Source: an optimization exercise on an open RTL-to-GDS flow (aim: small area, a short achievable clock period and few clock cycles per item). Production flows keep margins and buffers that such runs may drop.
In this exercise RTL edits were held to simulation tests only and were not proved equivalent to the original.
No activity file was given, so power comes from the tool's default toggle rates.

## the reference run
## matvec_engine
module matvec_engine #(
  parameter int N          = 8,
  parameter int DATA_WIDTH = 8,
  parameter int ACC_WIDTH  = 2*DATA_WIDTH+$clog2(N),
  parameter int ADDR_WIDTH = 32
) (
  input  logic                      clk,
  input  logic                      rst_n,
  input  logic                      start,
  input  logic                      signed_mode,
  input  logic [ADDR_WIDTH-1:0]     base_addr,
  output logic [ADDR_WIDTH-1:0]     mm_address,
  output logic                      mm_read,
  input  logic [N*DATA_WIDTH-1:0]   mm_readdata,
  input  logic                      mm_readdatavalid,
  input  logic                      mm_waitrequest,
  output logic [N*ACC_WIDTH-1:0]    c_out,
  output logic                      busy,
  output logic                      done,
  output logic [1:0]                current_state
);
==> flow/config.mk <==
export PLATFORM = sky130hd
export DESIGN_NAME = matvec_engine
export DESIGN_NICKNAME = matvec_engine
export VERILOG_FILES = /design/flow/design.v
export SDC_FILE = /design/flow/constraint.sdc
export NUM_CORES = 4
export LEC_CHECK = 0
export CAP_MARGIN = 20
export CELL_PAD_IN_SITES_DETAIL_PLACEMENT = 1
export CELL_PAD_IN_SITES_GLOBAL_PLACEMENT = 1
export CORE_MARGIN = 2
export CORE_UTILIZATION = 50
export CTS_CLUSTER_DIAMETER = 80
export CTS_CLUSTER_SIZE = 24
export PLACE_DENSITY = 0.6
export SLEW_MARGIN = 20
==> flow/constraint.sdc <==
create_clock -name core_clock -period 10.0 [get_ports {clk}]
set_input_delay 2.0000 -clock core_clock [delete_from_list [all_inputs] [get_ports {clk}]]
set_output_delay 2.0000 -clock core_clock [all_outputs]
set_load 0.01 [all_outputs]
standard.sh (not shown) runs the stock make flow with config.mk's settings and CLKGATE_MAP_FILE= SYNTH_SCRIPT=/design/flow/synth_recipe.tcl, a recipe that flattens the netlist after the stock synthesis.
==> flow/flow/run.sh <==
#!/bin/bash
set -uo pipefail
cd "$(dirname "$0")/.."
RES=orfs/results/${FLOW_PLATFORM:-sky130hd}/matvec_engine/base
MARGIN=6.8
bash standard.sh synth > flow_synth.log 2>&1 || exit 1
python3 flow/fapol.py $RES/1_2_yosys.v $RES/1_2_yosys.fapol.v > flow_fapol.log 2>&1 || exit 1
mv $RES/1_2_yosys.fapol.v $RES/1_2_yosys.v
rm -f $RES/1_synth.odb $RES/1_synth.sdc
bash standard.sh SETUP_SLACK_MARGIN=$MARGIN \
  "BUFFER_PORTS_ARGS=-buffer_cell sky130_fd_sc_hd__buf_1" \
  finish > flow_layout.log 2>&1
Other scripts of this flow, unchanged in this note and not shown: flow/flow/fapol.py
The reference run: no failed stages, no open violations at the end
Testbench counts of the reference run, summed over its fixed seeds: cycles 3,840, runs 256.
### the reference run -> the trial run
diff --git a/flow/flow/run.sh b/flow/flow/run.sh
--- a/flow/flow/run.sh
+++ b/flow/flow/run.sh
@@ -3,5 +3,5 @@
 cd "$(dirname "$0")/.."
 RES=orfs/results/${FLOW_PLATFORM:-sky130hd}/matvec_engine/base
-MARGIN=6.8
+MARGIN=6.7
 bash standard.sh synth > flow_synth.log 2>&1 || exit 1
 python3 flow/fapol.py $RES/1_2_yosys.v $RES/1_2_yosys.fapol.v > flow_fapol.log 2>&1 || exit 1
[summary]
Diff the trial run..the reference run | clock power | negligible
In the trial run the placed wire-length estimate after detailed placement turned out 1.2% lower than in the reference run.
In the trial run, the sequential fraction of total cell area came out 1.0 points above the value in the reference run.
The estimated power of the trial run ends up lower than the estimate for the reference run.
Re number of fillers in the final layout: the reference run and the trial run aren't equal, and the higher value belongs to the trial run.
The reference run tops out at a higher clock frequency than the trial run.
The via count of the first global-routing pass was comparable across the reference run and the trial run.
Between the reference run and the trial run, wire length is higher for the reference run, the trial run comes in under that.
Sort the reference run and the trial run by routed length on met2 desc -> top: the reference run

* * *

matvec_engine, a different RTL version from the one above (not shown whole).
Size in the first run: roughly 290 I/O pins, about 0.032 mm² of cells after synthesis.
==> flow/config.mk <==
export PLATFORM = sky130hd
export DESIGN_NAME = matvec_engine
export DESIGN_NICKNAME = matvec_engine
export VERILOG_FILES = /design/flow/design.v
export SDC_FILE = /design/flow/constraint.sdc
export NUM_CORES = 4
export LEC_CHECK = 0
export CAP_MARGIN = 20
export CELL_PAD_IN_SITES_DETAIL_PLACEMENT = 1
export CELL_PAD_IN_SITES_GLOBAL_PLACEMENT = 1
export CORE_MARGIN = 2
export CORE_UTILIZATION = 50
export CTS_CLUSTER_DIAMETER = 80
export CTS_CLUSTER_SIZE = 24
export PLACE_DENSITY = 0.6
export SLEW_MARGIN = 20
==> flow/constraint.sdc <==
create_clock -name core_clock -period 10.0 [get_ports {clk}]
set_input_delay 2.0000 -clock core_clock [delete_from_list [all_inputs] [get_ports {clk}]]
set_output_delay 2.0000 -clock core_clock [all_outputs]
set_load 0.01 [all_outputs]
==> flow/flow/run.sh <==
#!/bin/bash
set -uo pipefail
cd "$(dirname "$0")/.."
RES=orfs/results/${FLOW_PLATFORM:-sky130hd}/matvec_engine/base
MARGIN=6.8
bash standard.sh synth > flow_synth.log 2>&1 || exit 1
python3 flow/fapol.py $RES/1_2_yosys.v $RES/1_2_yosys.fapol.v > flow_fapol.log 2>&1 || exit 1
mv $RES/1_2_yosys.fapol.v $RES/1_2_yosys.v
rm -f $RES/1_synth.odb $RES/1_synth.sdc
bash standard.sh SETUP_SLACK_MARGIN=$MARGIN \
  "BUFFER_PORTS_ARGS=-buffer_cell sky130_fd_sc_hd__buf_1" \
  finish > flow_layout.log 2>&1
Other scripts of this flow, unchanged in this note and not shown: flow/flow/fapol.py
Testbench counts at the start, summed over its fixed seeds: cycles 3,840, runs 256.
Then changed:
--- a/flow/flow/run.sh
+++ b/flow/flow/run.sh
@@ -5 +5 @@
-MARGIN=6.8
+MARGIN=7.0
Settings changed: CORE_UTILIZATION 50 to 40, CTS_CLUSTER_DIAMETER 80 to 100, CTS_CLUSTER_SIZE 24 to 30, PLACE_DENSITY 0.6 to 0.5.
First-iteration DRC count falls by 12%.
Final cell count came out higher by 9.3%.
Core utilization drops by 9.1 points.
Worst setup slack improves by 0.011 ns.
Count of clock-buffer cells in the layout goes down by 8.
Total power goes up by 4.2%.

static timing again, ports no longer ideal:
No port has a modelled driver above. Below, the same layouts with a new extraction and two added sets of constraints.
Step 1 assumes that a clkbuf_16 drives the clock port and a buf_2 every other input.
Step 2 moves the port delays by t, midway between the first and last clock arrival at a register: inputs arrive t later, outputs are due t later. That takes back most of the time a late clock gives input paths.
Three values: no drivers, after step 1, after step 2; two values: the first two.
run	t (ns)	setup WS [ns]	clock arrival spread, ns	slew at the worst register clock pin (ns)
the reference run	0.647	6.732 / 6.706 / 6.292	0.028 / 0.028	0.10 / 0.10
the trial run	0.646	6.687 / 6.652 / 6.196	0.029 / 0.030	0.10 / 0.10
the first run of note 2	0.654	6.736 / 6.669 / 6.273	0.032 / 0.032	0.10 / 0.10
the second run of note 2	0.668	6.747 / 6.676 / 6.319	0.037 / 0.038	0.12 / 0.12
After both steps every run listed still meets setup and hold. The setup slack of the trial run, which loses most, moves by -0.035 ns with the drivers and by -0.491 ns with both steps.
